From an optimization exercise on the open Yosys and OpenROAD flow, aimed at small area; shortcuts taken in it are not production practice.
Only simulation tests tie the RTL to the original design; equivalence was not proved. No driver is modelled on the clock port, so clocking that relies on it looks cheaper here than on a real chip.

## main
==> flow/design.v (excerpt) <==
module nvme_host_slave #(
  parameter int NUM_QUEUES = 2,
  parameter int SQ_DEPTH   = 16,
  parameter int TX_ADDR_BITS = $clog2(NUM_QUEUES * SQ_DEPTH * 4),
  parameter int RX_ADDR_BITS = $clog2(NUM_QUEUES * SQ_DEPTH) + 1
) (
  input  logic                      axi_aclk,
  input  logic                      axi_aresetn,
  input  logic [host_addr_bits-1:0] awaddr,
  input  logic                      awvalid,
  output logic                      awready,
  input  logic [31:0]               wdata,
  input  logic [3:0]                wstrb,
  input  logic                      wvalid,
  output logic                      wready,
  output logic [1:0]                bresp,
  output logic                      bvalid,
  input  logic                      bready,
  input  logic [host_addr_bits-1:0] araddr,
  input  logic                      arvalid,
  output logic                      arready,
  output logic [31:0]               rdata,
  output logic [1:0]                rresp,
  output logic                      rvalid,
  input  logic                      rready,
  output logic [3:0]                tx_write,
  output logic [TX_ADDR_BITS-1:0]   tx_waddr,
  output logic [127:0]              tx_wdata,
  input  logic                      rx_write_valid,
  input  logic [RX_ADDR_BITS-1:0]   rx_waddr,
  input  logic [127:0]              rx_wdata,
  output logic                      pcie_write,
  output logic [31:0]               pcie_waddr,
  output logic [31:0]               pcie_wdata,
  input  logic                      pcie_wdone
);
==> flow/config.mk <==
export PLATFORM = sky130hd
export DESIGN_NAME = nvme_host_slave
export DESIGN_NICKNAME = nvme_host_slave
export VERILOG_FILES = /design/flow/design.v
export SDC_FILE = /design/flow/constraint.sdc
export NUM_CORES = 4
export LEC_CHECK = 0
export CAP_MARGIN = 20
export CORE_MARGIN = 2
export CORE_UTILIZATION = 60
export CTS_BUF_LIST = sky130_fd_sc_hd__clkbuf_16
export CTS_CLUSTER_DIAMETER = 80
export CTS_CLUSTER_SIZE = 28
export SLEW_MARGIN = 20
==> flow/constraint.sdc <==
create_clock -name core_clock -period 8.0 [get_ports {axi_aclk}]
set_input_delay 1.6000 -clock core_clock [delete_from_list [all_inputs] [get_ports {axi_aclk}]]
set_output_delay 1.6000 -clock core_clock [all_outputs]
set_load 0.01 [all_outputs]
standard.sh (not shown) runs the stock make flow with config.mk's settings and CLKGATE_MAP_FILE= SYNTH_SCRIPT=/design/flow/synth_recipe.tcl, a recipe that flattens the netlist after the stock synthesis.
==> flow/flow/run.sh <==
#!/bin/bash
# Layout of the design with three changes to the standard flow:
#  - synthesis maps logic with an area-oriented ABC script (flow/synth_area.tcl);
#  - ports are buffered with sky130_fd_sc_hd__buf_1;
#  - clock tree synthesis inserts no dummy loads and uses larger sink clusters.
# All tool output goes to standard.log here and to ORFS's logs under orfs/logs.
set -euo pipefail
export FLOW_WORK="$(pwd)"
export AREA_ABC_SCRIPT="$FLOW_WORK/flow/abc_area.script"
export BUFFER_PORTS_ARGS="-buffer_cell sky130_fd_sc_hd__buf_1"
export CTS_ARGS="-sink_clustering_enable -repair_clock_nets -dont_use_dummy_load -sink_clustering_size 32 -sink_clustering_max_diameter 90 -buf_list sky130_fd_sc_hd__clkbuf_16"
sed "s#SYNTH_SCRIPT=[^ ]*#SYNTH_SCRIPT=$FLOW_WORK/flow/synth_area.tcl#" standard.sh > standard_area.sh
bash standard_area.sh > standard.log 2>&1
==> flow/flow/abc_area.script <==
strash
&get -n
&st
&synch2
&dch -f
&nf -a
&put
topo
stime -c
==> flow/flow/synth_area.tcl <==
# The standard flow's synthesis script, with ABC's technology mapping run from an area-oriented
# script (flow/abc_area.script) instead of ORFS's speed script. Registers are mapped
# before ABC runs, so they are the same as in the standard synthesis.
proc abc {args} {
  set i [lsearch -exact $args -script]
  if {$i >= 0} { lset args [expr {$i + 1}] $::env(AREA_ABC_SCRIPT) }
  yosys abc {*}$args
}
source $::env(FLOW_WORK)/synth_recipe.tcl
main completed; timing, DRC and antenna clean
--- input diff main..the feature branch ---
- a deleted CTS_CLUSTER_SIZE that had been 28
- a change of SLEW_MARGIN from 20 to 0
- a deleted CTS_BUF_LIST that had been sky130_fd_sc_hd__clkbuf_16
- a change of CORE_UTILIZATION from 60 to 70
- a deleted CTS_CLUSTER_DIAMETER that had been 80
- a change of CAP_MARGIN from 20 to 0
- Between the feature branch and main, maximum frequency is lower for the feature branch, main comes in above that.
- On flip-flop and latch count, main tracks the feature branch almost exactly.
- The share of the cycle needed by the critical path after routing in the feature branch was higher than what main gave.
- NOTE via count main->the feature branch increased by a few percent
- Status: total wirelength of the detailed-routed design parity (main, the feature branch)
- When the feature branch is measured against main, its core utilization turns out 10 points higher.
- The feature branch gives less worst setup slack after layout than main did.

-- port drivers added, routing unchanged --
In the flow no input, the clock included, has a driving cell. The finished layouts below were timed again as built, in two steps. Step 1 (the two cells are an assumption about what drives the block):
set clk [get_ports {axi_aclk}]
set_driving_cell -lib_cell sky130_fd_sc_hd__clkbuf_16 $clk
set_driving_cell -lib_cell sky130_fd_sc_hd__buf_2 [delete_from_list [all_inputs] $clk]
Step 2 also shifts input and output timing later by t, the mid clock arrival at the registers, as if the neighbouring blocks saw the same clock. Slacks: ideal ports / drivers / drivers and shift; pairs: ideal ports / drivers.
run | t, ns | setup WS [ns] | hold WS [ns]
main | 0.562 | 2.185 / 2.134 / 2.696 | 0.295 / 0.295 / 0.295
the feature branch | 0.560 | 2.100 / 2.049 / 2.610 | 0.331 / 0.331 / 0.331
After both steps setup and hold are still met in every run listed.
